From an optimization exercise on the open Yosys and OpenROAD flow, aimed at small area, a short achievable clock period and few clock cycles per item; shortcuts taken in it are not production practice.
In this exercise RTL edits were held to simulation tests only and were not proved equivalent to the original.
Power is estimated from default activity; no workload was simulated.

**flow/flow/run.sh**
```bash
#!/bin/bash
# Layout: the standard flow (standard.sh, all steps, standard synthesis) with one
# change: the buffers that ORFS puts on the input and output ports at global placement
# are sky130_fd_sc_hd__buf_2 instead of ORFS's default pick (a delay buffer cell).
# Each port still gets its own buffer. The whole make output goes to standard.log; the
# ORFS tools' own logs stay under orfs/logs/.
set -euo pipefail
cp config.mk config_ports.mk
echo 'export BUFFER_PORTS_ARGS = -buffer_cell sky130_fd_sc_hd__buf_2' >> config_ports.mk
sed "s#DESIGN_CONFIG=[^ ]*config.mk#DESIGN_CONFIG=$PWD/config_ports.mk#" standard.sh > standard_ports.sh
grep -q "config_ports.mk" standard_ports.sh
bash standard_ports.sh > standard.log 2>&1
test -f out/final.def
```
**flow/standard.sh**
```bash
#!/bin/bash
# synth_recipe.tcl (not shown) runs the flow's synth.tcl, then flattens the netlist and writes it again
# the make line also repeats each setting of config.mk as NAME=value (left out here)
make -C /OpenROAD-flow-scripts/flow DESIGN_CONFIG=/design/flow/config.mk WORK_HOME=/design/flow/orfs CLKGATE_MAP_FILE= SYNTH_SCRIPT=/design/flow/synth_recipe.tcl "${@:-finish}"
```
**flow/config.mk**
```make
export PLATFORM = sky130hd
export DESIGN_NAME = sql_lexer_token_classifier_core
export DESIGN_NICKNAME = sql_lexer_token_classifier_core
export VERILOG_FILES = /design/flow/design.v
export SDC_FILE = /design/flow/constraint.sdc
export NUM_CORES = 4
export LEC_CHECK = 0
export CAP_MARGIN = 20
export CORE_MARGIN = 2
export CORE_UTILIZATION = 40
export CTS_BUF_LIST = sky130_fd_sc_hd__clkbuf_8
export SETUP_SLACK_MARGIN = 5
export SLEW_MARGIN = 20
```
**flow/constraint.sdc**
```tcl
create_clock -name core_clock -period 8.5 [get_ports {clk}]
set_input_delay 1.7000 -clock core_clock [delete_from_list [all_inputs] [get_ports {clk}]]
set_output_delay 1.7000 -clock core_clock [all_outputs]
set_load 0.01 [all_outputs]
```
**flow/design.v**
```verilog
`timescale 1ns / 1ps
package sqllex_pkg;
  localparam logic [3:0] M_N   = 4'd0;    
  localparam logic [3:0] M_NS  = 4'd1;    
  localparam logic [3:0] M_ND  = 4'd2;    
  localparam logic [3:0] M_B   = 4'd4;    
  localparam logic [3:0] M_BS  = 4'd5;    
  localparam logic [3:0] M_L   = 4'd6;    
  localparam logic [3:0] M_S   = 4'd8;    
  localparam logic [3:0] M_SQ  = 4'd9;    
  localparam logic [3:0] M_W   = 4'd10;   
  localparam logic [3:0] M_NUM = 4'd11;   
endpackage
`timescale 1ns / 1ps
module sqllex_kwmatch (
  input  logic [7:0] s,
  input  logic [4:0] sym,
  output logic [7:0] ns,
  output logic       nacc    
);
  always_comb begin
    ns   = 8'd0;
    nacc = 1'b0;
    case ({s, sym})
      {8'd1, 5'd1}: ns = 8'd2;
      {8'd1, 5'd2}: ns = 8'd3;
      {8'd1, 5'd3}: ns = 8'd4;
      {8'd1, 5'd4}: ns = 8'd5;
      {8'd1, 5'd5}: ns = 8'd6;
      {8'd1, 5'd6}: ns = 8'd7;
      {8'd1, 5'd7}: ns = 8'd8;
      {8'd1, 5'd8}: ns = 8'd9;
      {8'd1, 5'd9}: ns = 8'd10;
      {8'd1, 5'd10}: ns = 8'd11;
      {8'd1, 5'd12}: ns = 8'd12;
      {8'd1, 5'd13}: ns = 8'd13;
      {8'd1, 5'd14}: ns = 8'd14;
      {8'd1, 5'd15}: ns = 8'd15;
      {8'd1, 5'd16}: ns = 8'd16;
      {8'd1, 5'd18}: ns = 8'd17;
      {8'd1, 5'd19}: ns = 8'd18;
      {8'd1, 5'd20}: ns = 8'd19;
      {8'd1, 5'd21}: ns = 8'd20;
      {8'd1, 5'd22}: ns = 8'd21;
      {8'd1, 5'd23}: ns = 8'd22;
      {8'd2, 5'd12}: ns = 8'd23;
      {8'd2, 5'd14}: ns = 8'd24;
      {8'd2, 5'd19}: begin ns = 8'd252; nacc = 1'b1; end
      {8'd2, 5'd22}: ns = 8'd25;
      {8'd3, 5'd5}: ns = 8'd26;
      {8'd3, 5'd9}: ns = 8'd27;
      {8'd3, 5'd12}: ns = 8'd28;
      {8'd3, 5'd15}: ns = 8'd29;
      {8'd3, 5'd25}: begin ns = 8'd252; nacc = 1'b1; end
      {8'd4, 5'd1}: ns = 8'd30;
      {8'd4, 5'd8}: ns = 8'd31;
      {8'd4, 5'd12}: ns = 8'd32;
      {8'd4, 5'd15}: ns = 8'd33;
      {8'd4, 5'd18}: ns = 8'd34;
      {8'd4, 5'd21}: ns = 8'd35;
      {8'd5, 5'd1}: ns = 8'd36;
      {8'd5, 5'd5}: ns = 8'd37;
      {8'd5, 5'd9}: ns = 8'd38;
      {8'd6, 5'd12}: ns = 8'd39;
      {8'd6, 5'd14}: ns = 8'd24;
      {8'd6, 5'd24}: ns = 8'd40;
      {8'd7, 5'd1}: ns = 8'd41;
      {8'd7, 5'd5}: ns = 8'd42;
      {8'd7, 5'd15}: ns = 8'd43;
      {8'd7, 5'd18}: ns = 8'd44;
      {8'd7, 5'd21}: ns = 8'd45;
      {8'd8, 5'd18}: ns = 8'd46;
      {8'd9, 5'd1}: ns = 8'd47;
      {8'd10, 5'd6}: begin ns = 8'd252; nacc = 1'b1; end
      {8'd10, 5'd14}: begin ns = 8'd253; nacc = 1'b1; end
      {8'd10, 5'd19}: begin ns = 8'd252; nacc = 1'b1; end
      {8'd11, 5'd15}: ns = 8'd48;
      {8'd12, 5'd5}: ns = 8'd49;
      {8'd12, 5'd9}: ns = 8'd50;
      {8'd12, 5'd15}: ns = 8'd51;
      {8'd12, 5'd20}: ns = 8'd52;
      {8'd13, 5'd1}: ns = 8'd53;
      {8'd13, 5'd9}: ns = 8'd54;
      {8'd14, 5'd15}: ns = 8'd55;
      {8'd14, 5'd21}: ns = 8'd56;
      {8'd14, 5'd22}: ns = 8'd23;
      {8'd15, 5'd6}: begin ns = 8'd252; nacc = 1'b1; end
      {8'd15, 5'd14}: begin ns = 8'd252; nacc = 1'b1; end
      {8'd15, 5'd16}: ns = 8'd57;
      {8'd15, 5'd18}: begin ns = 8'd254; nacc = 1'b1; end
      {8'd15, 5'd21}: ns = 8'd58;
      {8'd16, 5'd12}: ns = 8'd59;
      {8'd16, 5'd18}: ns = 8'd60;
      {8'd17, 5'd1}: ns = 8'd61;
      {8'd17, 5'd5}: ns = 8'd62;
      {8'd17, 5'd9}: ns = 8'd63;
      {8'd17, 5'd15}: ns = 8'd64;
      {8'd17, 5'd20}: ns = 8'd52;
      {8'd18, 5'd5}: ns = 8'd65;
      {8'd18, 5'd21}: ns = 8'd66;
      {8'd18, 5'd25}: ns = 8'd67;
      {8'd19, 5'd1}: ns = 8'd68;
      {8'd19, 5'd8}: ns = 8'd57;
      {8'd19, 5'd9}: ns = 8'd69;
      {8'd19, 5'd15}: ns = 8'd70;
      {8'd19, 5'd18}: ns = 8'd71;
      {8'd19, 5'd25}: ns = 8'd72;
      {8'd20, 5'd14}: ns = 8'd73;
      {8'd20, 5'd16}: ns = 8'd74;
      {8'd21, 5'd1}: ns = 8'd75;
      {8'd22, 5'd8}: ns = 8'd76;
      {8'd23, 5'd12}: begin ns = 8'd252; nacc = 1'b1; end
      {8'd24, 5'd4}: begin ns = 8'd252; nacc = 1'b1; end
      {8'd25, 5'd7}: begin ns = 8'd252; nacc = 1'b1; end
      {8'd26, 5'd7}: ns = 8'd48;
      {8'd26, 5'd20}: ns = 8'd77;
      {8'd27, 5'd14}: ns = 8'd78;
      {8'd28, 5'd15}: ns = 8'd79;
      {8'd29, 5'd15}: ns = 8'd80;
      {8'd30, 5'd19}: ns = 8'd81;
      {8'd31, 5'd1}: ns = 8'd43;
      {8'd32, 5'd15}: ns = 8'd82;
      {8'd33, 5'd21}: ns = 8'd83;
      {8'd34, 5'd15}: ns = 8'd84;
      {8'd35, 5'd18}: ns = 8'd85;
      {8'd36, 5'd20}: ns = 8'd81;
      {8'd37, 5'd3}: ns = 8'd86;
      {8'd37, 5'd6}: ns = 8'd87;
      {8'd37, 5'd12}: ns = 8'd88;
      {8'd38, 5'd19}: ns = 8'd89;
      {8'd39, 5'd19}: ns = 8'd90;
      {8'd40, 5'd3}: ns = 8'd91;
      {8'd40, 5'd9}: ns = 8'd92;
      {8'd41, 5'd12}: ns = 8'd30;
      {8'd42, 5'd20}: ns = 8'd93;
      {8'd43, 5'd18}: begin ns = 8'd252; nacc = 1'b1; end
      {8'd44, 5'd15}: ns = 8'd94;
      {8'd45, 5'd12}: ns = 8'd23;
      {8'd45, 5'd14}: ns = 8'd95;
      {8'd46, 5'd15}: ns = 8'd96;
      {8'd47, 5'd22}: ns = 8'd97;
      {8'd253, 5'd4}: ns = 8'd98;
      {8'd253, 5'd14}: ns = 8'd99;
      {8'd253, 5'd19}: ns = 8'd100;
      {8'd253, 5'd20}: ns = 8'd101;
      {8'd48, 5'd9}: ns = 8'd102;
      {8'd49, 5'd6}: ns = 8'd55;
      {8'd50, 5'd11}: ns = 8'd81;
      {8'd51, 5'd15}: ns = 8'd103;
      {8'd51, 5'd23}: ns = 8'd99;
      {8'd52, 5'd18}: ns = 8'd104;
      {8'd53, 5'd24}: begin ns = 8'd252; nacc = 1'b1; end
      {8'd54, 5'd14}: begin ns = 8'd255; nacc = 1'b1; end
      {8'd55, 5'd20}: begin ns = 8'd252; nacc = 1'b1; end
      {8'd56, 5'd12}: ns = 8'd23;
      {8'd56, 5'd13}: ns = 8'd105;
      {8'd57, 5'd5}: ns = 8'd102;
      {8'd254, 5'd4}: ns = 8'd99;
      {8'd58, 5'd20}: ns = 8'd99;
      {8'd59, 5'd19}: ns = 8'd106;
      {8'd60, 5'd15}: ns = 8'd107;
      {8'd61, 5'd9}: ns = 8'd30;
      {8'd62, 5'd3}: ns = 8'd108;
      {8'd62, 5'd20}: ns = 8'd109;
      {8'd63, 5'd7}: ns = 8'd110;
      {8'd64, 5'd23}: ns = 8'd111;
      {8'd65, 5'd12}: ns = 8'd112;
      {8'd65, 5'd20}: begin ns = 8'd252; nacc = 1'b1; end
      {8'd66, 5'd2}: ns = 8'd113;
      {8'd66, 5'd13}: begin ns = 8'd252; nacc = 1'b1; end
      {8'd67, 5'd19}: ns = 8'd114;
      {8'd68, 5'd2}: ns = 8'd115;
      {8'd69, 5'd13}: ns = 8'd116;
      {8'd70, 5'd31}: ns = 8'd117;
      {8'd71, 5'd9}: ns = 8'd94;
      {8'd71, 5'd21}: ns = 8'd81;
      {8'd72, 5'd16}: ns = 8'd81;
      {8'd73, 5'd9}: ns = 8'd118;
      {8'd74, 5'd4}: ns = 8'd119;
      {8'd74, 5'd16}: ns = 8'd99;
      {8'd75, 5'd12}: ns = 8'd120;
      {8'd75, 5'd18}: ns = 8'd121;
      {8'd76, 5'd5}: ns = 8'd122;
      {8'd76, 5'd9}: ns = 8'd115;
      {8'd77, 5'd23}: ns = 8'd123;
      {8'd78, 5'd1}: ns = 8'd124;
      {8'd79, 5'd2}: begin ns = 8'd252; nacc = 1'b1; end
      {8'd80, 5'd12}: ns = 8'd125;
      {8'd81, 5'd5}: begin ns = 8'd252; nacc = 1'b1; end
      {8'd82, 5'd2}: begin ns = 8'd252; nacc = 1'b1; end
      {8'd82, 5'd19}: ns = 8'd81;
      {8'd83, 5'd14}: ns = 8'd55;
      {8'd84, 5'd19}: ns = 8'd126;
      {8'd85, 5'd19}: ns = 8'd127;
      {8'd86, 5'd12}: ns = 8'd128;
      {8'd86, 5'd15}: ns = 8'd129;
      {8'd87, 5'd1}: ns = 8'd130;
      {8'd88, 5'd5}: ns = 8'd36;
      {8'd89, 5'd20}: ns = 8'd131;
      {8'd90, 5'd5}: begin ns = 8'd252; nacc = 1'b1; end
      {8'd90, 5'd9}: ns = 8'd132;
      {8'd91, 5'd5}: ns = 8'd133;
      {8'd92, 5'd19}: ns = 8'd134;
      {8'd92, 5'd20}: begin ns = 8'd252; nacc = 1'b1; end
      {8'd93, 5'd3}: ns = 8'd135;
      {8'd94, 5'd13}: begin ns = 8'd252; nacc = 1'b1; end
      {8'd95, 5'd3}: ns = 8'd136;
      {8'd96, 5'd21}: ns = 8'd103;
      {8'd97, 5'd9}: ns = 8'd137;
      {8'd98, 5'd5}: ns = 8'd53;
      {8'd99, 5'd5}: ns = 8'd43;
      {8'd100, 5'd5}: ns = 8'd138;
      {8'd100, 5'd20}: ns = 8'd43;
      {8'd101, 5'd5}: ns = 8'd139;
      {8'd101, 5'd15}: begin ns = 8'd252; nacc = 1'b1; end
      {8'd102, 5'd14}: begin ns = 8'd252; nacc = 1'b1; end
      {8'd103, 5'd16}: begin ns = 8'd252; nacc = 1'b1; end
      {8'd104, 5'd9}: ns = 8'd94;
      {8'd255, 5'd21}: ns = 8'd126;
      {8'd105, 5'd2}: ns = 8'd99;
      {8'd106, 5'd31}: ns = 8'd140;
      {8'd107, 5'd3}: ns = 8'd141;
      {8'd108, 5'd15}: ns = 8'd142;
      {8'd109, 5'd21}: ns = 8'd143;
      {8'd110, 5'd8}: ns = 8'd55;
      {8'd111, 5'd9}: ns = 8'd24;
      {8'd111, 5'd14}: ns = 8'd144;
      {8'd111, 5'd20}: ns = 8'd145;
      {8'd112, 5'd5}: ns = 8'd146;
      {8'd113, 5'd19}: ns = 8'd147;
      {8'd114, 5'd4}: ns = 8'd119;
      {8'd115, 5'd12}: ns = 8'd81;
      {8'd116, 5'd5}: ns = 8'd148;
      {8'd117, 5'd3}: ns = 8'd149;
      {8'd117, 5'd4}: ns = 8'd119;
      {8'd117, 5'd14}: ns = 8'd150;
      {8'd118, 5'd15}: ns = 8'd102;
      {8'd119, 5'd1}: ns = 8'd36;
      {8'd120, 5'd21}: ns = 8'd151;
      {8'd121, 5'd3}: ns = 8'd152;
      {8'd122, 5'd14}: begin ns = 8'd252; nacc = 1'b1; end
      {8'd122, 5'd18}: ns = 8'd81;
      {8'd123, 5'd5}: ns = 8'd57;
      {8'd124, 5'd18}: ns = 8'd153;
      {8'd125, 5'd5}: ns = 8'd154;
      {8'd126, 5'd19}: begin ns = 8'd252; nacc = 1'b1; end
      {8'd127, 5'd15}: ns = 8'd43;
      {8'd128, 5'd1}: ns = 8'd155;
      {8'd129, 5'd4}: ns = 8'd81;
      {8'd130, 5'd21}: ns = 8'd156;
      {8'd131, 5'd9}: ns = 8'd157;
      {8'd132, 5'd6}: begin ns = 8'd252; nacc = 1'b1; end
      {8'd133, 5'd16}: ns = 8'd136;
      {8'd134, 5'd20}: ns = 8'd126;
      {8'd135, 5'd8}: begin ns = 8'd252; nacc = 1'b1; end
      {8'd136, 5'd20}: ns = 8'd73;
      {8'd137, 5'd14}: ns = 8'd25;
      {8'd138, 5'd18}: ns = 8'd55;
      {8'd139, 5'd7}: ns = 8'd99;
      {8'd139, 5'd18}: ns = 8'd158;
      {8'd140, 5'd9}: ns = 8'd159;
      {8'd141, 5'd5}: ns = 8'd160;
      {8'd142, 5'd18}: ns = 8'd24;
      {8'd143, 5'd18}: ns = 8'd102;
      {8'd144, 5'd21}: ns = 8'd94;
      {8'd145, 5'd25}: ns = 8'd72;
      {8'd146, 5'd3}: ns = 8'd55;
      {8'd147, 5'd20}: ns = 8'd43;
      {8'd148, 5'd19}: ns = 8'd161;
      {8'd149, 5'd8}: ns = 8'd31;
      {8'd150, 5'd21}: ns = 8'd162;
      {8'd151, 5'd5}: ns = 8'd126;
      {8'd152, 5'd8}: ns = 8'd163;
      {8'd153, 5'd25}: ns = 8'd106;
      {8'd154, 5'd1}: ns = 8'd102;
      {8'd155, 5'd18}: ns = 8'd81;
      {8'd156, 5'd12}: ns = 8'd55;
      {8'd157, 5'd14}: ns = 8'd146;
      {8'd158, 5'd19}: ns = 8'd112;
      {8'd159, 5'd14}: ns = 8'd164;
      {8'd160, 5'd4}: ns = 8'd165;
      {8'd161, 5'd20}: ns = 8'd166;
      {8'd162, 5'd13}: ns = 8'd105;
      {8'd163, 5'd1}: ns = 8'd167;
      {8'd164, 5'd20}: ns = 8'd168;
      {8'd165, 5'd21}: ns = 8'd155;
      {8'd166, 5'd1}: ns = 8'd169;
      {8'd167, 5'd18}: ns = 8'd170;
      {8'd168, 5'd5}: ns = 8'd171;
      {8'd169, 5'd13}: ns = 8'd103;
      {8'd170, 5'd27}: begin ns = 8'd252; nacc = 1'b1; end
      {8'd171, 5'd7}: ns = 8'd99;
      default: ;
    endcase
  end
endmodule
`timescale 1ns / 1ps
module sqllex_ofifo (
  input  logic       clk,
  input  logic       rst_n,
  input  logic       in_valid,
  output logic       in_stall,
  input  logic       n_end,       
  input  logic [3:0] n_k,
  input  logic [4:0] n_s,
  input  logic [2:0] n_f,         
  input  logic       consume,     
  output logic       i_v,
  output logic       i_end,
  output logic [3:0] i_k,
  output logic [4:0] i_s,
  output logic [2:0] i_f
);
  function automatic logic [2:0] flags(input logic [3:0] k);
    flags = {k == 4'b0101, k == 4'b0100, (k[3] && k[0]) || k == 4'b0110};
  endfunction
  logic       s_v, s_end;
  logic [3:0] s_k;
  logic [4:0] s_s;
  logic       free, taken;
  assign in_stall = s_v;
  assign taken    = in_valid && !s_v;
  assign free     = !i_v || consume;    
  always_ff @(posedge clk) begin
    if (free) begin
      i_end <= s_v ? s_end    : n_end;
      i_k   <= s_v ? s_k      : n_k;
      i_s   <= s_v ? s_s      : n_s;
      i_f   <= s_v ? flags(s_k) : n_f;
    end
    if (!s_v) begin
      s_end <= n_end;
      s_k   <= n_k;
      s_s   <= n_s;
    end
    if (!rst_n) begin
      i_v <= 1'b0;
      s_v <= 1'b0;
    end else if (free) begin
      i_v <= s_v || taken;
      s_v <= 1'b0;
    end else if (taken) begin
      s_v <= 1'b1;
    end
  end
endmodule
`timescale 1ns / 1ps
module sqllex_scan (
  input  logic        clk,
  input  logic        rst_n,
  input  logic [15:0] code_unit,
  input  logic        text_end,
  output logic        n_end,
  output logic [3:0]  n_k,
  output logic [4:0]  n_s,
  output logic [2:0]  n_f,
  input  logic        i_v,
  input  logic        i_end,
  input  logic [3:0]  i_k,
  input  logic [4:0]  i_s,
  input  logic [2:0]  i_f,
  output logic        consume,
  input  logic        out_stall,
  output logic        out_valid,
  output logic [1:0]  out_cls,
  output logic [15:0] out_start,
  output logic [16:0] out_end,
  output logic        out_last,
  output logic        out_ovf
);
  localparam logic [3:0] K_OTHER = 4'b0000;
  localparam logic [3:0] K_SLASH = 4'b0001;
  localparam logic [3:0] K_STAR  = 4'b0010;
  localparam logic [3:0] K_DASH  = 4'b0011;
  localparam logic [3:0] K_QUOTE = 4'b0100;
  localparam logic [3:0] K_CRLF  = 4'b0101;
  localparam logic [3:0] K_DOT   = 4'b0110;
  localparam logic [3:0] K_DOLH  = 4'b1000;    
  localparam logic [3:0] K_DIGIT = 4'b1001;
  localparam logic [3:0] K_LET   = 4'b1010;    
  localparam logic [3:0] K_LETE  = 4'b1011;    
  logic [7:0] c8;
  logic       hz, letter, under, two, n_wst, n_dig;
  assign c8     = code_unit[7:0];
  assign hz     = code_unit[15:8] == 8'd0;
  assign letter = hz && (c8[7:6] == 2'b01) && (c8[4:0] != 5'd0) && (c8[4:0] <= 5'd26);
  assign under  = hz && c8 == 8'h5F;
  assign two    = hz && c8 == 8'h32;
  assign n_dig  = hz && c8[7:4] == 4'h3 && c8[3:0] <= 4'd9;
  assign n_wst  = letter || under;
  assign n_end  = text_end;
  assign n_s    = n_wst ? c8[4:0] : {two, two, 1'b0, two, two};
  logic d_e, d_dolh, d_slash, d_star, d_dash, d_quote, d_crlf, d_dot;
  assign d_e     = letter && c8[4:0] == 5'd5;
  assign d_dolh  = hz && (c8 == 8'h24 || c8 == 8'h23);
  assign d_slash = hz && c8 == 8'h2F;
  assign d_star  = hz && c8 == 8'h2A;
  assign d_dash  = hz && c8 == 8'h2D;
  assign d_quote = hz && c8 == 8'h27;
  assign d_crlf  = hz && (c8 == 8'h0D || c8 == 8'h0A);
  assign d_dot   = hz && c8 == 8'h2E;
  assign n_k = {n_wst || n_dig || d_dolh,
                d_quote || d_crlf || d_dot,
                n_wst || d_star || d_dash || d_dot,
                d_e || n_dig || d_slash || d_dash || d_crlf};
  assign n_f = {d_crlf, d_quote, n_dig || d_dot || d_e};
  logic slash, star, dash, quote, crlf, wstart, digit, wordc, numc;
  assign slash  = i_k == K_SLASH;
  assign star   = i_k == K_STAR;
  assign dash   = i_k == K_DASH;
  assign quote  = i_f[1];
  assign crlf   = i_f[2];
  assign wordc  = i_k[3];
  assign wstart = i_k[3] && i_k[1];
  assign digit  = i_k == K_DIGIT;
  assign numc   = i_f[0];
  logic [3:0]  mode_r, m_nxt, m_go;
  logic        fin_r;     
  logic        bc_r;      
  logic        pov_r;     
  logic [16:0] pos_r, pos_inc;
  logic [15:0] tb_r;
  localparam logic [7:0] DS_START = 8'd1;    
  logic [7:0]  ds_r, ds_step;
  logic        acc;       
  logic        nacc;
  sqllex_kwmatch u_kw (.s(ds_r), .sym(i_s), .ns(ds_step), .nacc(nacc));
  logic close, rescan, newtok, tokopen, bc_set;
  logic m_l, m_sq, m_w, m_num;
  logic close_o;      
  assign close_o = (m_l && crlf) || (m_sq && !quote) || (m_w && !wordc && acc) || (m_num && !numc);
  always_comb begin
    close  = 1'b0;      
    rescan = 1'b0;
    m_nxt  = mode_r;
    case (mode_r)
      sqllex_pkg::M_B:   m_nxt = star ? sqllex_pkg::M_BS : sqllex_pkg::M_B;
      sqllex_pkg::M_BS:  m_nxt = slash ? sqllex_pkg::M_N : (star ? sqllex_pkg::M_BS : sqllex_pkg::M_B);
      sqllex_pkg::M_L:   if (crlf) begin close = 1'b1; rescan = 1'b1; end
      sqllex_pkg::M_S:   m_nxt = quote ? sqllex_pkg::M_SQ : sqllex_pkg::M_S;
      sqllex_pkg::M_SQ:  if (quote) m_nxt = sqllex_pkg::M_S; else begin close = 1'b1; rescan = 1'b1; end
      sqllex_pkg::M_W:   if (!wordc) begin close = acc; rescan = 1'b1; end
      sqllex_pkg::M_NUM: if (!numc) begin close = 1'b1; rescan = 1'b1; end
      sqllex_pkg::M_NS:  if (star) m_nxt = sqllex_pkg::M_B; else rescan = 1'b1;
      sqllex_pkg::M_ND:  if (dash) m_nxt = sqllex_pkg::M_L; else rescan = 1'b1;
      default: rescan = 1'b1;
    endcase
    newtok = 1'b0;
    if (rescan) begin
      newtok = 1'b1;
      if (slash)       m_nxt = sqllex_pkg::M_NS;
      else if (dash)   m_nxt = sqllex_pkg::M_ND;
      else if (quote)  m_nxt = sqllex_pkg::M_S;
      else if (wstart) m_nxt = sqllex_pkg::M_W;
      else if (digit)  m_nxt = sqllex_pkg::M_NUM;
      else begin
        m_nxt  = sqllex_pkg::M_N;
        newtok = 1'b0;
      end
    end
  end
  assign bc_set  = mode_r == sqllex_pkg::M_BS && slash;
  assign tokopen = bc_set || !(m_nxt == sqllex_pkg::M_N || m_nxt == sqllex_pkg::M_NS ||
                               m_nxt == sqllex_pkg::M_ND);
  assign m_go    = (i_end && !tokopen) ? sqllex_pkg::M_N : m_nxt;
  logic offer, wait_out, go, fin_go;
  assign offer     = fin_r ? (!m_w || acc) : (bc_r || (i_v && close_o));
  assign wait_out  = offer && out_stall;       
  assign go        = i_v && !fin_r && !wait_out;
  assign fin_go    = fin_r && !wait_out;
  assign consume   = go;
  assign out_valid = offer;
  assign out_start = tb_r;
  assign out_end   = pos_r;
  assign out_ovf   = (fin_r || bc_r) ? pov_r : pos_r[16];
  assign out_last  = fin_r || bc_r || !(i_end && (quote || digit));
  always_comb begin
    case (mode_r)
      sqllex_pkg::M_S, sqllex_pkg::M_SQ: out_cls = 2'd1;
      sqllex_pkg::M_W:                   out_cls = 2'd2;
      sqllex_pkg::M_NUM:                 out_cls = 2'd3;
      default:                           out_cls = 2'd0;
    endcase
  end
  assign pos_inc = pos_r[16] ? pos_r : pos_r + 17'd1;
  always_ff @(posedge clk) begin
    if (go && newtok) tb_r <= pos_r[15:0] | {16{pos_r[16]}};
    if (go) pov_r <= pos_r[16];
    if (!rst_n) begin
      mode_r <= sqllex_pkg::M_N;
      bc_r   <= 1'b0;
      fin_r  <= 1'b0;
      pos_r  <= '0;
      ds_r   <= DS_START;
      acc    <= 1'b0;
      {m_l, m_sq, m_w, m_num} <= 4'b0000;
    end else if (fin_go) begin
      mode_r <= sqllex_pkg::M_N;
      bc_r   <= 1'b0;
      fin_r  <= 1'b0;
      pos_r  <= '0;
      ds_r   <= DS_START;
      acc    <= 1'b0;
      {m_l, m_sq, m_w, m_num} <= 4'b0000;
    end else if (go) begin
      mode_r <= m_go;
      {m_l, m_sq, m_w, m_num} <= {m_go == sqllex_pkg::M_L, m_go == sqllex_pkg::M_SQ,
                                  m_go == sqllex_pkg::M_W, m_go == sqllex_pkg::M_NUM};
      bc_r   <= bc_set;
      fin_r  <= i_end && tokopen;
      pos_r  <= (i_end && !tokopen) ? 17'd0 : pos_inc;
      ds_r   <= (m_nxt == sqllex_pkg::M_W) ? ds_step : DS_START;
      acc    <= (m_nxt == sqllex_pkg::M_W) && nacc;
    end else if (bc_r && !wait_out) begin
      bc_r   <= 1'b0;
    end
  end
endmodule
`timescale 1ns / 1ps
module sql_lexer_token_classifier_core (
  input  logic        clk,
  input  logic        rst_n,
  input  logic        in_valid,
  output logic        in_stall,
  input  logic [15:0] in_code_unit,
  input  logic        in_text_end,
  output logic        out_valid,
  input  logic        out_stall,
  output logic [1:0]  out_token_class,
  output logic [15:0] out_token_start,
  output logic [16:0] out_token_end,
  output logic        out_run_last,
  output logic        out_offset_overflow
);
  logic       n_end, consume, i_v, i_end;
  logic [3:0] n_k, i_k;
  logic [4:0] n_s, i_s;
  logic [2:0] n_f, i_f;
  sqllex_ofifo u_q (
    .clk      (clk),
    .rst_n    (rst_n),
    .in_valid (in_valid),
    .in_stall (in_stall),
    .n_end    (n_end),
    .n_k      (n_k),
    .n_s      (n_s),
    .n_f      (n_f),
    .consume  (consume),
    .i_v      (i_v),
    .i_end    (i_end),
    .i_k      (i_k),
    .i_s      (i_s),
    .i_f      (i_f)
  );
  sqllex_scan u_scan (
    .clk       (clk),
    .rst_n     (rst_n),
    .code_unit (in_code_unit),
    .text_end  (in_text_end),
    .n_end     (n_end),
    .n_k       (n_k),
    .n_s       (n_s),
    .n_f       (n_f),
    .i_v       (i_v),
    .i_end     (i_end),
    .i_k       (i_k),
    .i_s       (i_s),
    .i_f       (i_f),
    .consume   (consume),
    .out_stall (out_stall),
    .out_valid (out_valid),
    .out_cls   (out_token_class),
    .out_start (out_token_start),
    .out_end   (out_token_end),
    .out_last  (out_run_last),
    .out_ovf   (out_offset_overflow)
  );
endmodule
```
==> impl_metrics.env, run 1 <==
export IMPL_routed_via_count=9376
export IMPL_worst_slack_ps=4912
export IMPL_crit_fanout=30
export IMPL_synth_ff_type="sky130_fd_sc_hd__dfxtp_1"
export IMPL_die_w_um=142.2
export IMPL_drt_first_pass_iters=7
export IMPL_die_area_um2=20220
export IMPL_tritoncts="done"
export IMPL_finalSetupViolations=0
export IMPL_rsz0062_at_grt="no"
export IMPL_slew_headroom_pct=22.82
export IMPL_tns_ps=0
export IMPL_grt_pass1_vias=8686
export IMPL_syn_instance_count=998
export IMPL_r2r_slack_ps=4910
export IMPL_growth_of_design_area_from_synthesis_to_finish_pct=7.879
export IMPL_total_switching_power_w=0.0002912
export IMPL_synth_yosys_seq_area_share_pct=24.37
export IMPL_power_switching_share_pct=32.55
export IMPL_initialDrtViolationCount=1726
export IMPL_final_min_clock_period_ps=3588
export IMPL_num_rows=50
export IMPL_cts_max_level=3
export IMPL_drc_errors=0
export IMPL_cp_end_kind="flop"
export IMPL_gp_routability_congestion=1.061
export IMPL_portBuffers=59
export IMPL_worst_ep_required_time_ps=8790
export IMPL_status="no timing/DRC/antenna violations"
export IMPL_io_pin_count=60
export IMPL_worst_hold_slack_ps=451.5
export IMPL_wire_length_of_the_first_global_routing_pass_um=56330
export IMPL_postRouteWirelength_um=39380
export IMPL_power_ir_vdd_worst_mv=0.1009
export IMPL_worst_skew_pair_late_latency_ps=370
export IMPL_worst_path_clk_slew_ps=80
export IMPL_dpl_hpwl_um=27570
export IMPL_timing_setup_critical_path_class="reg2reg"
export IMPL_startpoint_type="flop"
export IMPL_cp_slowest_cell="sky130_fd_sc_hd__nor4b_4"
export IMPL_grt_max_degree=40
export IMPL_max_slew_vio_count=0
export IMPL_cts_root_to_sink_buffers=2
export IMPL_mappedNetlistArea_um2=7639
export IMPL_clockPowerShare_pct=32.5
export IMPL_power_share_combinational_pct=20.9
export IMPL_floorplan_core_area_um2=18710
export IMPL_root_buffer="sky130_fd_sc_hd__clkbuf_8"
export IMPL_p_per_area_nw_per_um2=108.6
export IMPL_place_worst_setup_slack_ps=4553
export IMPL_leakagePower_nw=2.653
export IMPL_synth_warnings=3
export IMPL_cts_sinks=78
export IMPL_critical_path_top_delay_family="simple AND/OR/NAND/NOR gates"
export IMPL_worst_hold_path_type="reg2reg"
export IMPL_report_final_hold_viol_count=0
export IMPL_worst_endpoint_arrival_ps=3880
export IMPL_internal_power_w=0.0006034
export IMPL_final_antenna_net_count=0
export IMPL_number_of_buffers_created_by_cts=9
export IMPL_syn_mean_instance_area_um2=7.654
export IMPL_post_route_cells_drive_above_1_share_pct=18.76
export IMPL_cp_cell_sequence="buf_4, nor4b_4, nand2_1, a41o_1, nand4b_1, nor3_1, a32oi_1"
export IMPL_synth_distinct_cells=98
export IMPL_max_cap_violations=0
export IMPL_drt_wirelength_per_cell_um=31.53
export IMPL_synth_net_count=1020
export IMPL_track_usage_pct=38.03
export IMPL_synth_async_reset_ratio_pct=0
export IMPL_ys_seq_elements=78
export IMPL_worst_pin_slew_ps=1155
export IMPL_start_util_pct=40.84
export IMPL_fmax_achieved_mhz=278.7
export IMPL_viasPerCell=7.507
export IMPL_die_height_um=142.2
export IMPL_grt_overflow_total=0
export IMPL_final_setup_skew_ps=20.01
export IMPL_count_of_nets_after_finishing=1030
export IMPL_antenna_found_initial=1
export IMPL_power_frac_seq_pct=46.7
export IMPL_timing_critical_path_slowest_cell_delay_ps=930
export IMPL_worst_path_buf_inv=1
export IMPL_count_of_flip_flops_with_a_built_in_enable_after_synthesis=30
export IMPL_period_share_pct=42.21
-- state kept, by name (all words and copies together) (netlist names), 3 cells and up --
signal	cells
u_q.i_s	5
u_q.i_k	4
u_scan.ds_r	8
u_scan.tb_r	16
u_q.s_k	4
u_scan.pos_r	17
u_q.s_s	5
u_scan.mode_r	4
u_q.i_f	3
-- what timing repair did --
action                                  4_1_cts  5_1_grt
endpoints found under the setup margin        5        6
cloned                                        0        0
hold buffers                                  0        0
setup buffers                                 0        6
resized for setup                             3        4
pin swaps                                     0        1
-- path summary, 6_finish.rpt --
kind,from,endpoint,cells past startpoint
max,u_scan.ds_r[2]$_SDFFE_PP0P_,u_scan.ds_r[6]$_SDFFE_PP0P_,7
min,u_q.s_s[4]$_DFF_P_,u_q.s_s[4]$_DFF_P_,2
max reg2reg,u_scan.ds_r[2]$_SDFFE_PP0P_,u_scan.ds_r[6]$_SDFFE_PP0P_,7
min reg2reg,u_q.s_s[4]$_DFF_P_,u_q.s_s[4]$_DFF_P_,2
-- routing by layer --
| layer | GRT usage, % | up-vias | part of all wire [%] | wire [µm] |
|---|---|---|---|---|
| li1 | - | 3876 | - | - |
| met1 | 47.76 | 4371 | 38 | 14840 |
| met2 | 54.77 | 842 | 41 | 15980 |
| met3 | 14.54 | 287 | 14 | 5435 |
| met4 | 23.47 | 0 | 7.9 | 3122 |
| met5 | 0 | - | 0 | 0 |
-- synth_stat cells, drive strengths merged, types with 19 or more instances --
cell type | count | area (µm²)
a21oi | 58 | 290.3
edfxtp | 30 | 900.9
nand3 | 42 | 210.2
buf | 60 | 430.4
nor3 | 37 | 190.2
nand4 | 46 | 287.8
o22ai | 33 | 206.5
dfxtp | 48 | 960.9
o21ai | 35 | 178.9
clkbuf | 37 | 140.1
nor2 | 76 | 285.3
or2 | 19 | 118.9
nor4 | 24 | 168.9
nand2 | 129 | 489.2
inv | 22 | 82.58
-- area by class of cell --
type | instances | area, µm²
inverters | 22 | 86.33
clock inverters | 7 | 78.83
diodes | 2 | 5.005
clock buffers | 9 | 123.9
fillers | 1896 | 10470
multi-input cells | 801 | 5215
repair buffers | 96 | 573.1
flip-flops and latches | 78 | 1866
well taps | 234 | 292.8
-- placed cells by master, fill, tap and decap left out, types with 21 or more instances in the layout --
master / n
sky130_fd_sc_hd__nor3_1: 35
sky130_fd_sc_hd__nand4_1: 46
sky130_fd_sc_hd__o22ai_1: 33
sky130_fd_sc_hd__nand3_1: 42
sky130_fd_sc_hd__buf_4: 37
sky130_fd_sc_hd__buf_2: 59
sky130_fd_sc_hd__a21oi_1: 58
sky130_fd_sc_hd__o21ai_0: 33
sky130_fd_sc_hd__edfxtp_1: 30
sky130_fd_sc_hd__nor2_1: 75
sky130_fd_sc_hd__inv_1: 21
sky130_fd_sc_hd__dfxtp_1: 47
sky130_fd_sc_hd__nand2_1: 126
sky130_fd_sc_hd__nor4_1: 21
-- power groups by stage --
stage | Clock (W) | Combinational [W] | Sequential, W
after floorplan | 0 | 0.000120 | 0.000424
after global placement | 0 | 0.000175 | 0.000427
after detailed placement | 0 | 0.000174 | 0.000427
after CTS | 0.000300 | 0.000175 | 0.000418
after global routing | 0.000312 | 0.000194 | 0.000420
final | 0.000291 | 0.000187 | 0.000417
-- worst reg2reg max path: stages, from the launching register on --
cell	delay (ps)
sky130_fd_sc_hd__dfxtp_1	570
sky130_fd_sc_hd__buf_4	440
sky130_fd_sc_hd__nor4b_4	960
sky130_fd_sc_hd__nand2_1	400
sky130_fd_sc_hd__a41o_1	340
sky130_fd_sc_hd__nand4b_1	400
sky130_fd_sc_hd__nor3_1	190
sky130_fd_sc_hd__a32oi_1	230
-- cell families after synthesis --
| logic type | after synthesis | synth area share (%) |
|---|---|---|
| compound gates | 264 | 24.46 |
| simple gates | 507 | 38.89 |
| mux | 10 | 1.392 |
| buf+inv | 119 | 8.550 |
| flops | 78 | 24.37 |
| fa+ha+maj | 1 | 0.1638 |
| xor+xnor | 19 | 2.179 |
-- metrics by stage --
stage          area [µm²]  total power, W  std cells  util [%]
6_report             8240       0.0008945       1249     44.05
5_1_grt              8235       0.0009261       1247     44.03
4_1_cts              8182       0.0008937       1241     43.74
3_5_place_dp         7969       0.0006011       1225     42.60
3_3_place_gp         7963       0.0006018       1225     42.57
2_1_floorplan        7644       0.0005439        998         -
Testbench counts, summed over its fixed seeds: cycles 30,831, chars 30,799.
==> run 2: changes to the inputs <==
==> flow/run.sh (new file) <==
#!/bin/bash
# synth_recipe.tcl (not shown) runs the flow's synth.tcl, then flattens the netlist and writes it again
# the make line also repeats each setting of config.mk as NAME=value (left out here)
make -C /OpenROAD-flow-scripts/flow DESIGN_CONFIG=/design/flow/config.mk WORK_HOME=/design/flow/orfs CLKGATE_MAP_FILE= SYNTH_SCRIPT=/design/flow/synth_recipe.tcl finish
removed: flow/flow/run.sh
removed: flow/standard.sh
==> impl_metrics.env, run 2 <==
export IMPL_grt_overflow_total=0
export IMPL_number_of_buffers_created_by_cts=9
export IMPL_max_slew_vio_count=0
export IMPL_die_area_um2=20220
export IMPL_growth_of_design_area_from_synthesis_to_finish_pct=13.89
export IMPL_worst_hold_path_type="reg2reg"
export IMPL_fmax_achieved_mhz=283.7
export IMPL_num_rows=50
export IMPL_rsz0062_at_grt="no"
export IMPL_seq_area_um2=1877
export IMPL_leakagePower_nw=2.724
export IMPL_timing_setup_critical_path_class="reg2reg"
export IMPL_initialDrtViolationCount=1535
export IMPL_wire_length_of_the_first_global_routing_pass_um=56030
export IMPL_start_util_pct=40.84
export IMPL_mappedNetlistArea_um2=7639
export IMPL_worst_path_clk_slew_ps=80
export IMPL_synth_ff_type="sky130_fd_sc_hd__dfxtp_1"
export IMPL_dpl_hpwl_um=26370
export IMPL_slew_headroom_pct=19.23
export IMPL_synth_warnings=3
export IMPL_ys_seq_elements=78
export IMPL_post_synth_top_count_cell="sky130_fd_sc_hd__nand2_1"
export IMPL_floorplan_core_area_um2=18710
export IMPL_final_min_clock_period_ps=3524
export IMPL_finalSetupViolations=0
export IMPL_final_setup_skew_ps=17.71
export IMPL_syn_instance_count=998
export IMPL_cts_root_to_sink_buffers=2
export IMPL_fillerInstances=1897
export IMPL_count_of_flip_flops_with_a_built_in_enable_after_synthesis=30
export IMPL_largestRegisters="u_scan.pos_r: 17 flops, u_scan.tb_r: 16 flops, u_scan.ds_r: 8 flops"
export IMPL_antenna_found_initial=1
export IMPL_crit_fanout=39
export IMPL_multiInputGateArea_um2=5301
export IMPL_synth_top_cell_by_area="sky130_fd_sc_hd__dfxtp_1"
export IMPL_worst_pin_slew_ps=1194
export IMPL_report_final_hold_viol_count=0
export IMPL_post_route_cells_drive_above_1_share_pct=15.35
export IMPL_synth_top_cells_by_count="sky130_fd_sc_hd__nand2_1, sky130_fd_sc_hd__nor2_1, sky130_fd_sc_hd__a21oi_1"
export IMPL_final_antenna_net_count=0
export IMPL_tns_ps=0
export IMPL_startpoint_type="flop"
export IMPL_synth_simple_area_share_pct=38.89
export IMPL_worst_ep_required_time_ps=8740
export IMPL_main_combinational_cell_family_by_area_after_synthesis="simple AND/OR/NAND/NOR gates"
export IMPL_largest_register="u_scan.pos_r"
export IMPL_routed_via_count=9297
export IMPL_grt_pass1_vias=8736
export IMPL_synth_xor_xnor_area_share_pct=2.179
export IMPL_viasPerCell=7.384
export IMPL_max_cap_violations=0
export IMPL_synth_distinct_cells=98
export IMPL_p_per_area_nw_per_um2=104.1
export IMPL_synth_area_mux_share_pct=1.392
export IMPL_yosys_area_top_type_share_pct=12.58
export IMPL_syn_mean_instance_area_um2=7.654
export IMPL_gp_routability_congestion=1.114
export IMPL_root_buffer="sky130_fd_sc_hd__clkbuf_8"
export IMPL_status="no timing/DRC/antenna violations"
export IMPL_worst_slack_ps=4976
export IMPL_worst_endpoint_arrival_ps=3770
export IMPL_drt_wirelength_per_cell_um=30.47
export IMPL_grt_max_degree=40
export IMPL_portBuffers=59
export IMPL_io_pin_count=60
export IMPL_postRouteWirelength_um=38370
export IMPL_die_height_um=142.2
export IMPL_power_ir_vdd_worst_mv=0.08669
export IMPL_synth_async_reset_ratio_pct=0
export IMPL_worst_skew_pair_late_latency_ps=370
export IMPL_synth_net_count=1020
export IMPL_drt_first_pass_iters=6
export IMPL_post_cts_hold_buffer_count=0
export IMPL_synth_yosys_seq_area_share_pct=24.37
export IMPL_cts_max_level=3
export IMPL_ys_top_cells_by_area="sky130_fd_sc_hd__dfxtp_1, sky130_fd_sc_hd__edfxtp_1, sky130_fd_sc_hd__nand2_1, sky130_fd_sc_hd__a21oi_1, sky130_fd_sc_hd__nand4_1"
export IMPL_cp_end_kind="flop"
export IMPL_synth_compound_area_share_pct=24.46
export IMPL_die_w_um=142.2
export IMPL_period_share_pct=41.46
export IMPL_drc_errors=0
export IMPL_tritoncts="done"
export IMPL_most_common_layout_cells="sky130_fd_sc_hd__nand2_1, sky130_fd_sc_hd__nor2_1, sky130_fd_sc_hd__a21oi_1, sky130_fd_sc_hd__clkdlybuf4s50_1, sky130_fd_sc_hd__buf_4"
export IMPL_yosys_area_share_adder_pct=0.1638
export IMPL_track_usage_pct=37.36
export IMPL_layout_commonest_cell="sky130_fd_sc_hd__nand2_1"
export IMPL_count_of_nets_after_finishing=1040
export IMPL_place_worst_setup_slack_ps=4126
export IMPL_cts_sinks=78
export IMPL_largest_register_ffs=17
## run 2: cell types whose count changed in the layout (fill, tap and decap cells not counted), moves of 6 or more
cell and delta:
sky130_fd_sc_hd__dfxtp_1 -7, sky130_fd_sc_hd__dfxtp_2 +6, sky130_fd_sc_hd__clkdlybuf4s50_1 +55, sky130_fd_sc_hd__buf_4 +10, sky130_fd_sc_hd__buf_2 -59
## run 2: final timing paths
kind                         from                           to  slack (ps)  depth (start not counted)
max          u_q.i_s[2]$_DFFE_PP_  u_scan.ds_r[3]$_SDFFE_PP0P_        4980                          8
min            u_q.s_s[4]$_DFF_P_           u_q.s_s[4]$_DFF_P_         450                          2
max reg2reg  u_q.i_s[2]$_DFFE_PP_  u_scan.ds_r[3]$_SDFFE_PP0P_        4980                          8
min reg2reg    u_q.s_s[4]$_DFF_P_           u_q.s_s[4]$_DFF_P_         450                          2
## run 2: cell type report
cell class / count / share of cell area (%)
Clock inverter: 7 / 0.7623
Tap cell: 234 / 3.365
Sequential cell: 78 / 21.57
Timing Repair Buffer: 106 / 10.89
Antenna cell: 2 / 0.05753
Multi-Input combinational cell: 801 / 60.94
Inverter: 22 / 0.9924
Clock buffer: 9 / 1.424
## run 2: power by group
part / switching, W / internal (W)
logic: 0.000132 / 0.0000775
registers: 0.0000128 / 0.000404
clock network: 0.000145 / 0.000134
total: 0.000290 / 0.000616
## run 2: logic make-up after synthesis
family,count (synthesis)
muxes,10
buffers and inverters,119
and+or+nand+nor,507
AOI/OAI and AO/OA,264
xor gates and xnor gates,19
adders and majority gates,1
DFF,78
## run 2: timing repair
item,in CTS,in global routing
resized for setup,17,18
setup buffers,4,11
endpoints found under the setup margin,33,27
pin swaps,0,4
## run 2: routing by layer
metal | part of all wire (%) | up-vias | global-route usage, %
met5 | 0 | - | 0
met4 | 8.1 | 0 | 23.32
met3 | 13 | 255 | 12.15
met2 | 41 | 794 | 53.42
met1 | 38 | 4346 | 48.45
li1 | - | 3902 | -
## run 2: stage by stage
| stage | total power [W] | utilization (%) | instance area, µm² | hold WS [ps] | cells |
|---|---|---|---|---|---|
| after floorplan | 0.0005439 | - | 7644 | 426.9 | 998 |
| after global placement | 0.0006161 | 44.19 | 8265 | 438.0 | 1226 |
| after detailed placement | 0.0006145 | 44.19 | 8265 | 443.0 | 1226 |
| after CTS | 0.0008994 | 45.67 | 8542 | 456.1 | 1246 |
| after global routing | 0.0009387 | 46.48 | 8695 | 478.1 | 1257 |
| final | 0.0009057 | 46.51 | 8700 | 453.6 | 1259 |
## run 2: critical path: stages (launching register included)
cell,delay [ps]
sky130_fd_sc_hd__edfxtp_1,330
sky130_fd_sc_hd__buf_4,400
sky130_fd_sc_hd__or4bb_1,560
sky130_fd_sc_hd__o22ai_1,200
sky130_fd_sc_hd__a221o_1,500
sky130_fd_sc_hd__a2111oi_1,650
sky130_fd_sc_hd__nand4_1,250
sky130_fd_sc_hd__nor4_1,390
sky130_fd_sc_hd__o211ai_1,120
==> run 3: changes to the inputs <==
==> flow/flow/run.sh (new file) <==
#!/bin/bash
# Layout: the standard flow (standard.sh, all steps, standard synthesis) with two
# changes:
#  - the buffers that ORFS puts on the input and output ports at global placement are
#    sky130_fd_sc_hd__buf_2 instead of ORFS's default pick (a delay buffer cell); each
#    port still gets its own buffer;
set -euo pipefail
M1=5.3
M2=5.3
cp config.mk config_ports.mk
echo 'export BUFFER_PORTS_ARGS = -buffer_cell sky130_fd_sc_hd__buf_2' >> config_ports.mk
sed "s#DESIGN_CONFIG=[^ ]*config.mk#DESIGN_CONFIG=$PWD/config_ports.mk#" standard.sh > standard_ports.sh
grep -q "config_ports.mk" standard_ports.sh
grep -q "SETUP_SLACK_MARGIN=" standard_ports.sh
sed "s#SETUP_SLACK_MARGIN=[0-9.]*#SETUP_SLACK_MARGIN=$M1#" standard_ports.sh > standard_m1.sh
sed "s#SETUP_SLACK_MARGIN=[0-9.]*#SETUP_SLACK_MARGIN=$M2#" standard_ports.sh > standard_m2.sh
bash standard_m1.sh cts > standard_cts.log 2>&1
bash standard_m2.sh > standard_finish.log 2>&1
test -f out/final.def
==> flow/standard.sh (new file) <==
#!/bin/bash
# synth_recipe.tcl (not shown) runs the flow's synth.tcl, then flattens the netlist and writes it again
# the make line also repeats each setting of config.mk as NAME=value (left out here)
make -C /OpenROAD-flow-scripts/flow DESIGN_CONFIG=/design/flow/config.mk WORK_HOME=/design/flow/orfs CLKGATE_MAP_FILE= SYNTH_SCRIPT=/design/flow/synth_recipe.tcl "${@:-finish}"
removed: flow/run.sh
==> impl_metrics.env, run 3 <==
export IMPL_most_common_layout_cells="sky130_fd_sc_hd__nand2_1, sky130_fd_sc_hd__nor2_1, sky130_fd_sc_hd__buf_2, sky130_fd_sc_hd__a21oi_1, sky130_fd_sc_hd__nand4_1"
export IMPL_synth_distinct_cells=98
export IMPL_final_antenna_net_count=0
export IMPL_portBuffers=59
export IMPL_power_ir_vdd_worst_mv=0.1078
export IMPL_grt_pass1_vias=8330
export IMPL_post_cts_hold_buffer_count=0
export IMPL_grt_overflow_total=0
export IMPL_main_combinational_cell_family_by_area_after_synthesis="simple AND/OR/NAND/NOR gates"
export IMPL_wire_length_of_the_first_global_routing_pass_um=54030
export IMPL_number_of_buffers_created_by_cts=9
export IMPL_worst_pin_slew_ps=1248
export IMPL_crit_fanout=36
export IMPL_fillerInstances=1899
export IMPL_internal_power_w=0.0006107
export IMPL_synth_area_mux_share_pct=1.392
export IMPL_initialDrtViolationCount=1699
export IMPL_syn_mean_instance_area_um2=7.654
export IMPL_post_route_cells_drive_above_1_share_pct=21.32
export IMPL_report_final_hold_viol_count=0
export IMPL_period_share_pct=38.13
export IMPL_ys_top_cells_by_area="sky130_fd_sc_hd__dfxtp_1, sky130_fd_sc_hd__edfxtp_1, sky130_fd_sc_hd__nand2_1, sky130_fd_sc_hd__a21oi_1, sky130_fd_sc_hd__nand4_1"
export IMPL_ys_seq_elements=78
export IMPL_floorplan_core_area_um2=18710
export IMPL_largest_register_ffs=17
export IMPL_timing_setup_critical_path_class="reg2reg"
export IMPL_max_slew_vio_count=0
export IMPL_rsz0062_at_grt="yes"
export IMPL_io_pin_count=60
export IMPL_drt_wirelength_per_cell_um=29.84
export IMPL_drc_errors=0
export IMPL_tritoncts="done"
export IMPL_grt_max_degree=40
export IMPL_startpoint_type="flop"
export IMPL_synth_async_reset_ratio_pct=0
export IMPL_power_share_combinational_pct=21.4
export IMPL_worst_skew_pair_late_latency_ps=370
export IMPL_dpl_hpwl_um=25660
export IMPL_p_total_w=0.0008949
export IMPL_leakagePower_nw=2.731
export IMPL_cp_end_kind="flop"
export IMPL_synth_top_cells_by_count="sky130_fd_sc_hd__nand2_1, sky130_fd_sc_hd__nor2_1, sky130_fd_sc_hd__a21oi_1"
export IMPL_mappedNetlistArea_um2=7639
export IMPL_count_of_flip_flops_with_a_built_in_enable_after_synthesis=30
export IMPL_root_buffer="sky130_fd_sc_hd__clkbuf_8"
export IMPL_synth_compound_area_share_pct=24.46
export IMPL_synth_top_cell_by_area="sky130_fd_sc_hd__dfxtp_1"
export IMPL_tns_ps=0
export IMPL_max_cap_violations=0
export IMPL_die_area_um2=20220
export IMPL_status="no timing/DRC/antenna violations"
export IMPL_gp_routability_congestion=1.100
export IMPL_num_rows=50
export IMPL_multiInputGateArea_um2=5343
export IMPL_track_usage_pct=36.10
export IMPL_slew_headroom_pct=15.63
export IMPL_synth_simple_area_share_pct=38.89
export IMPL_growth_of_design_area_from_synthesis_to_finish_pct=9.713
export IMPL_fmax_achieved_mhz=308.6
export IMPL_largestRegisters="u_scan.pos_r: 17 flops, u_scan.tb_r: 16 flops, u_scan.ds_r: 8 flops"
export IMPL_viasPerCell=7.494
export IMPL_yosys_area_share_adder_pct=0.1638
export IMPL_synth_xor_xnor_area_share_pct=2.179
export IMPL_synth_warnings=3
export IMPL_p_per_area_nw_per_um2=106.8
export IMPL_layout_commonest_cell="sky130_fd_sc_hd__nand2_1"
export IMPL_synth_ff_type="sky130_fd_sc_hd__dfxtp_1"
export IMPL_worst_path_clk_slew_ps=80
export IMPL_syn_instance_count=998
export IMPL_post_synth_top_count_cell="sky130_fd_sc_hd__nand2_1"
export IMPL_die_height_um=142.2
export IMPL_worst_ep_required_time_ps=8790
export IMPL_antenna_found_initial=0
export IMPL_n_antenna_cell=0
export IMPL_power_frac_seq_pct=46.6
export IMPL_total_switching_power_w=0.0002843
export IMPL_start_util_pct=40.84
export IMPL_synth_yosys_seq_area_share_pct=24.37
export IMPL_count_of_nets_after_finishing=1030
export IMPL_die_w_um=142.2
export IMPL_seq_area_um2=1872
export IMPL_cts_max_level=3
export IMPL_finalSetupViolations=0
export IMPL_cts_sinks=78
export IMPL_postRouteWirelength_um=37220
export IMPL_largest_register="u_scan.pos_r"
export IMPL_worst_endpoint_arrival_ps=3530
export IMPL_power_switching_share_pct=31.77
export IMPL_drt_first_pass_iters=10
export IMPL_final_min_clock_period_ps=3241
export IMPL_worst_hold_path_type="reg2reg"
export IMPL_clockPowerShare_pct=32.0
export IMPL_yosys_area_top_type_share_pct=12.58
export IMPL_final_setup_skew_ps=16.87
export IMPL_cts_root_to_sink_buffers=2
export IMPL_synth_net_count=1020
export IMPL_routed_via_count=9345
export IMPL_post_route_util_pct=44.80
-- run 3: cell types whose count changed in the layout (fill, tap and decap cells not counted), moves of 3 or more --
cell / before / now
sky130_fd_sc_hd__buf_2: 0 / 59
sky130_fd_sc_hd__clkdlybuf4s50_1: 55 / 0
sky130_fd_sc_hd__buf_4: 47 / 34
sky130_fd_sc_hd__nand2_1: 125 / 122
-- run 3: repair_timing --
item,CTS,global route
resized for setup,16,25
pin swaps,0,4
setup endpoints to repair,33,44
setup buffers,3,4
-- run 3: cell type report --
type                    instances  area share [%]
clock inverters                 6          0.7166
repair buffers                 96           7.077
flip-flops and latches         78           22.34
well taps                     234           3.494
inverters                      22          0.9854
multi-input cells             801           63.75
clock buffers                  10           1.642
-- run 3: cells by family after synthesis --
kind of cell	Yosys count
AO/OA/AOI/OAI	264
XOR/XNOR	19
adder cells (fa/ha/maj)	1
buffers and inverters	119
flip-flops	78
multiplexers	10
AND/OR/NAND/NOR	507
-- run 3: metal layers --
metal  wire, µm  track usage [%]  vias up
met1      14070            46.32     4355
met4       2823            20.11        0
li1           -                -     3879
met3       5517            14.47      248
met5          0                0        -
met2      14810            51.36      863
-- run 3: worst max-delay path: stages, from the launching register on --
cell and delay (ps):
sky130_fd_sc_hd__dfxtp_1 320, sky130_fd_sc_hd__buf_4 370, sky130_fd_sc_hd__nand2b_1 240, sky130_fd_sc_hd__or2_1 400, sky130_fd_sc_hd__buf_4 210, sky130_fd_sc_hd__or4b_1 530, sky130_fd_sc_hd__a31oi_1 500, sky130_fd_sc_hd__a2111o_1 280
sky130_fd_sc_hd__nor3_1 120, sky130_fd_sc_hd__a31oi_1 170
-- run 3: stage by stage --
stage	hold WS [ps]	std cells	instance area, µm²	setup slack, ps
floorplan	426.9	998	7656	5287
global placement	436.4	1224	7966	4610
detailed placement	441.8	1224	7966	4480
CTS	452.8	1243	8229	5259
global route	475.0	1247	8381	5293
finish	449.8	1247	8381	5259
-- run 3: final timing paths --
| path | from | to | slack, ps | cells after the start |
|---|---|---|---|---|
| max reg2reg | u_scan.ds_r[0]$_SDFFE_PP1P_ | u_scan.ds_r[2]$_SDFFE_PP0P_ | 5260 | 9 |
| max | u_scan.ds_r[0]$_SDFFE_PP1P_ | u_scan.ds_r[2]$_SDFFE_PP0P_ | 5260 | 9 |
| min reg2reg | u_q.s_s[0]$_DFF_P_ | u_q.s_s[0]$_DFF_P_ | 450 | 2 |
| min | u_q.s_s[0]$_DFF_P_ | u_q.s_s[0]$_DFF_P_ | 450 | 2 |
-- run 3: power groups by stage --
stage	clock network (W)	logic, W	registers [W]
after global placement	0	0.000174	0.000426
after detailed placement	0	0.000172	0.000427
final	0.000286	0.000192	0.000417
after floorplan	0	0.000121	0.000424
after CTS	0.000295	0.000177	0.000417
after global routing	0.000307	0.000200	0.000419
==> run 4: changes to the inputs <==
--- a/flow/flow/run.sh
+++ b/flow/flow/run.sh
@@ -5,8 +5,8 @@
 #    sky130_fd_sc_hd__buf_2 instead of ORFS's default pick (a delay buffer cell); each
 #    port still gets its own buffer;
 set -euo pipefail
-M1=5.3
-M2=5.3
+M1=5.5
+M2=5.5
 cp config.mk config_ports.mk
 echo 'export BUFFER_PORTS_ARGS = -buffer_cell sky130_fd_sc_hd__buf_2' >> config_ports.mk
 sed "s#DESIGN_CONFIG=[^ ]*config.mk#DESIGN_CONFIG=$PWD/config_ports.mk#" standard.sh > standard_ports.sh
==> impl_metrics.env, run 4 <==
export IMPL_synth_warnings=3
export IMPL_most_common_layout_cells="sky130_fd_sc_hd__nand2_1, sky130_fd_sc_hd__nor2_1, sky130_fd_sc_hd__a21oi_1, sky130_fd_sc_hd__buf_2, sky130_fd_sc_hd__nand4_1"
export IMPL_power_switching_share_pct=34.83
export IMPL_synth_distinct_cells=98
export IMPL_gp_routability_congestion=1.116
export IMPL_power_share_combinational_pct=23.6
export IMPL_slew_headroom_pct=27.59
export IMPL_max_cap_violations=0
export IMPL_crit_fanout=2
export IMPL_clockPowerShare_pct=30.3
export IMPL_worst_skew_pair_late_latency_ps=370
export IMPL_drt_first_pass_iters=10
export IMPL_finalSetupViolations=0
export IMPL_dpl_hpwl_um=26980
export IMPL_tritoncts="done"
export IMPL_cp_launch_point="u_q.i_k[3]$_DFFE_PP_"
export IMPL_leakagePower_nw=2.810
export IMPL_count_of_flip_flops_with_a_built_in_enable_after_synthesis=30
export IMPL_die_w_um=142.2
export IMPL_worst_endpoint_arrival_ps=1500
export IMPL_grt_max_degree=40
export IMPL_cp_end_kind="output port"
export IMPL_drc_errors=0
export IMPL_worst_slack_ps=5301
export IMPL_worst_r2r_startpoint="u_q.i_s[0]$_DFFE_PP_"
export IMPL_num_rows=50
export IMPL_place_worst_setup_slack_ps=4631
export IMPL_internal_power_w=0.0005873
export IMPL_synth_xor_xnor_area_share_pct=2.179
export IMPL_max_slew_vio_count=0
export IMPL_wire_length_of_the_first_global_routing_pass_um=56500
export IMPL_root_buffer="sky130_fd_sc_hd__clkbuf_8"
export IMPL_status="no timing/DRC/antenna violations"
export IMPL_main_combinational_cell_family_by_area_after_synthesis="simple AND/OR/NAND/NOR gates"
export IMPL_tns_ps=0
export IMPL_synth_yosys_seq_area_share_pct=24.37
export IMPL_post_synth_top_count_cell="sky130_fd_sc_hd__nand2_1"
export IMPL_synth_simple_area_share_pct=38.89
export IMPL_yosys_area_top_type_share_pct=12.58
export IMPL_synth_ff_type="sky130_fd_sc_hd__dfxtp_1"
export IMPL_post_route_cells_drive_above_1_share_pct=24.49
export IMPL_number_of_buffers_created_by_cts=9
export IMPL_portBuffers=59
export IMPL_p_per_area_nw_per_um2=103.3
export IMPL_power_ir_vdd_worst_mv=0.09195
export IMPL_cts_max_level=3
export IMPL_power_frac_seq_pct=46.1
export IMPL_layout_commonest_cell="sky130_fd_sc_hd__nand2_1"
export IMPL_synth_net_count=1020
export IMPL_post_cts_hold_buffer_count=0
export IMPL_start_util_pct=40.84
export IMPL_initialDrtViolationCount=1554
export IMPL_grt_pass1_vias=8561
export IMPL_mappedNetlistArea_um2=7639
export IMPL_timing_setup_critical_path_class="reg2out"
export IMPL_largest_register="u_scan.pos_r"
export IMPL_largest_register_ffs=17
export IMPL_report_final_hold_viol_count=0
export IMPL_total_switching_power_w=0.0003140
export IMPL_worst_ep_required_time_ps=6800
export IMPL_yosys_area_share_adder_pct=0.1638
export IMPL_synth_top_cells_by_count="sky130_fd_sc_hd__nand2_1, sky130_fd_sc_hd__nor2_1, sky130_fd_sc_hd__a21oi_1"
export IMPL_ys_seq_elements=78
export IMPL_synth_compound_area_share_pct=24.46
export IMPL_floorplan_core_area_um2=18710
export IMPL_track_usage_pct=37.92
export IMPL_syn_instance_count=998
export IMPL_final_setup_skew_ps=18.57
export IMPL_cts_root_to_sink_buffers=2
export IMPL_worst_path_clk_slew_ps=90
export IMPL_final_antenna_net_count=0
export IMPL_rsz0062_at_grt="yes"
export IMPL_worst_pin_slew_ps=1082
export IMPL_worst_hold_slack_ps=454.2
export IMPL_worst_hold_path_type="reg2reg"
export IMPL_startpoint_type="flop"
export IMPL_die_height_um=142.2
export IMPL_grt_overflow_total=0
export IMPL_postRouteWirelength_um=38560
export IMPL_cts_sinks=78
export IMPL_antenna_found_initial=1
export IMPL_synth_area_mux_share_pct=1.392
export IMPL_io_pin_count=60
export IMPL_period_share_pct=37.64
export IMPL_min_delay_start="u_q.s_s[3]$_DFF_P_"
export IMPL_syn_mean_instance_area_um2=7.654
export IMPL_largestRegisters="u_scan.pos_r: 17 flops, u_scan.tb_r: 16 flops, u_scan.ds_r: 8 flops"
export IMPL_ys_top_cells_by_area="sky130_fd_sc_hd__dfxtp_1, sky130_fd_sc_hd__edfxtp_1, sky130_fd_sc_hd__nand2_1, sky130_fd_sc_hd__a21oi_1, sky130_fd_sc_hd__nand4_1"
export IMPL_count_of_nets_after_finishing=1042
export IMPL_viasPerCell=7.365
export IMPL_drt_wirelength_per_cell_um=30.58
export IMPL_growth_of_design_area_from_synthesis_to_finish_pct=14.23
export IMPL_synth_async_reset_ratio_pct=0
export IMPL_die_area_um2=20220
export IMPL_fmax_achieved_mhz=312.6
export IMPL_final_min_clock_period_ps=3199
export IMPL_routed_via_count=9287
export IMPL_synth_top_cell_by_area="sky130_fd_sc_hd__dfxtp_1"
run 4: final timing paths:
check                           slack (ps)                          end  cells past startpoint
worst max register to register        5480  u_scan.ds_r[0]$_SDFFE_PP1P_                      8
worst max-delay path                  5300                    out_valid                      5
worst min register to register         450           u_q.s_s[3]$_DFF_P_                      2
worst min-delay path                   450           u_q.s_s[3]$_DFF_P_                      2
run 4: cells by family after synthesis:
group	Yosys count
simple gates	507
compound gates	264
buf+inv	119
flops	78
xor+xnor	19
mux	10
fa+ha+maj	1
run 4: layout make-up:
| class | instances | area [µm²] |
|---|---|---|
| Fill cell | 1856 | 9980 |
| Inverter | 22 | 86.33 |
| Timing Repair Buffer | 108 | 740.7 |
| Clock buffer | 9 | 123.9 |
| Multi-Input combinational cell | 801 | 5538 |
| Clock inverter | 7 | 57.56 |
| Sequential cell | 78 | 1882 |
| Antenna cell | 2 | 5.005 |
| Tap cell | 234 | 292.8 |
run 4: power groups by stage:
stage	combinational [W]	clock [W]	sequential (W)
floorplan	0.000123	0	0.000424
global placement	0.000180	0	0.000426
detailed placement	0.000180	0	0.000426
CTS	0.000191	0.000282	0.000417
global route	0.000222	0.000294	0.000417
finish	0.000213	0.000273	0.000416
run 4: layer usage:
metal / wire length [µm] / GRT usage (%)
met1: 14560 / 47.22
met2: 15990 / 55.45
met3: 4951 / 15.65
met4: 3054 / 20.84
met5: 0 / 0
run 4: worst max-delay path, stage by stage (launching register included):
cell,delay (ps)
sky130_fd_sc_hd__edfxtp_1,450
sky130_fd_sc_hd__nand3b_1,210
sky130_fd_sc_hd__o2111ai_2,100
sky130_fd_sc_hd__nand2_1,80
sky130_fd_sc_hd__a21boi_1,140
sky130_fd_sc_hd__buf_2,150
run 4: timing repair:
item	in CTS	in global routing
buffers inserted	7	14
resized for setup	40	49
gates cloned	0	0
endpoints found under the hold margin	0	0
pin swaps	6	17
endpoints found under the setup margin	18	43
run 4: metrics by stage:
| stage | total power, W | util [%] | cell area [µm²] | std cells |
|---|---|---|---|---|
| global route | 0.0009337 | 46.64 | 8723 | 1260 |
| finish | 0.0009013 | 46.65 | 8726 | 1261 |
| global placement | 0.0006058 | 42.86 | 8016 | 1222 |
| detailed placement | 0.0006060 | 42.95 | 8034 | 1222 |
| CTS | 0.0008893 | 44.88 | 8396 | 1245 |
| floorplan | 0.0005468 | - | 7719 | 998 |

## separate check: timing with driven ports
How much do the figures lean on ideal ports? The routed layouts below were timed once more, with nothing changed but the port constraints.
Step 1: set_driving_cell puts a clkbuf_16 on clk and a buf_2 on each other input, an assumption about the parent block.
Step 2 also shifts input and output timing later by t, the mid clock arrival at the registers, as if the neighbouring blocks saw the same clock.
a / b / c = no drivers / after step 1 / after step 2; a / b = the first two.
| run | t (ns) | setup slack, ns | worst hold slack (ns) | worst data-port slew with drivers (ns) | pins driven straight from the clock port |
|---|---|---|---|---|---|
| run 1 | 0.397 | 4.912 / 4.912 / 4.896 | 0.451 / 0.451 / 0.451 | 0.03 | 1 |
| run 2 | 0.402 | 4.976 / 4.976 / 4.753 | 0.454 / 0.454 / 0.454 | 0.03 | 1 |
| run 3 | 0.403 | 5.259 / 5.259 / 5.076 | 0.450 / 0.450 / 0.450 | 0.03 | 1 |
| run 4 | 0.408 | 5.301 / 5.257 / 5.133 | 0.454 / 0.454 / 0.454 | 0.04 | 1 |
After both steps every run listed still meets setup and hold. For run 2, which loses most, drivers alone change the setup slack by 0.000 ns; drivers and shift together by -0.223 ns.
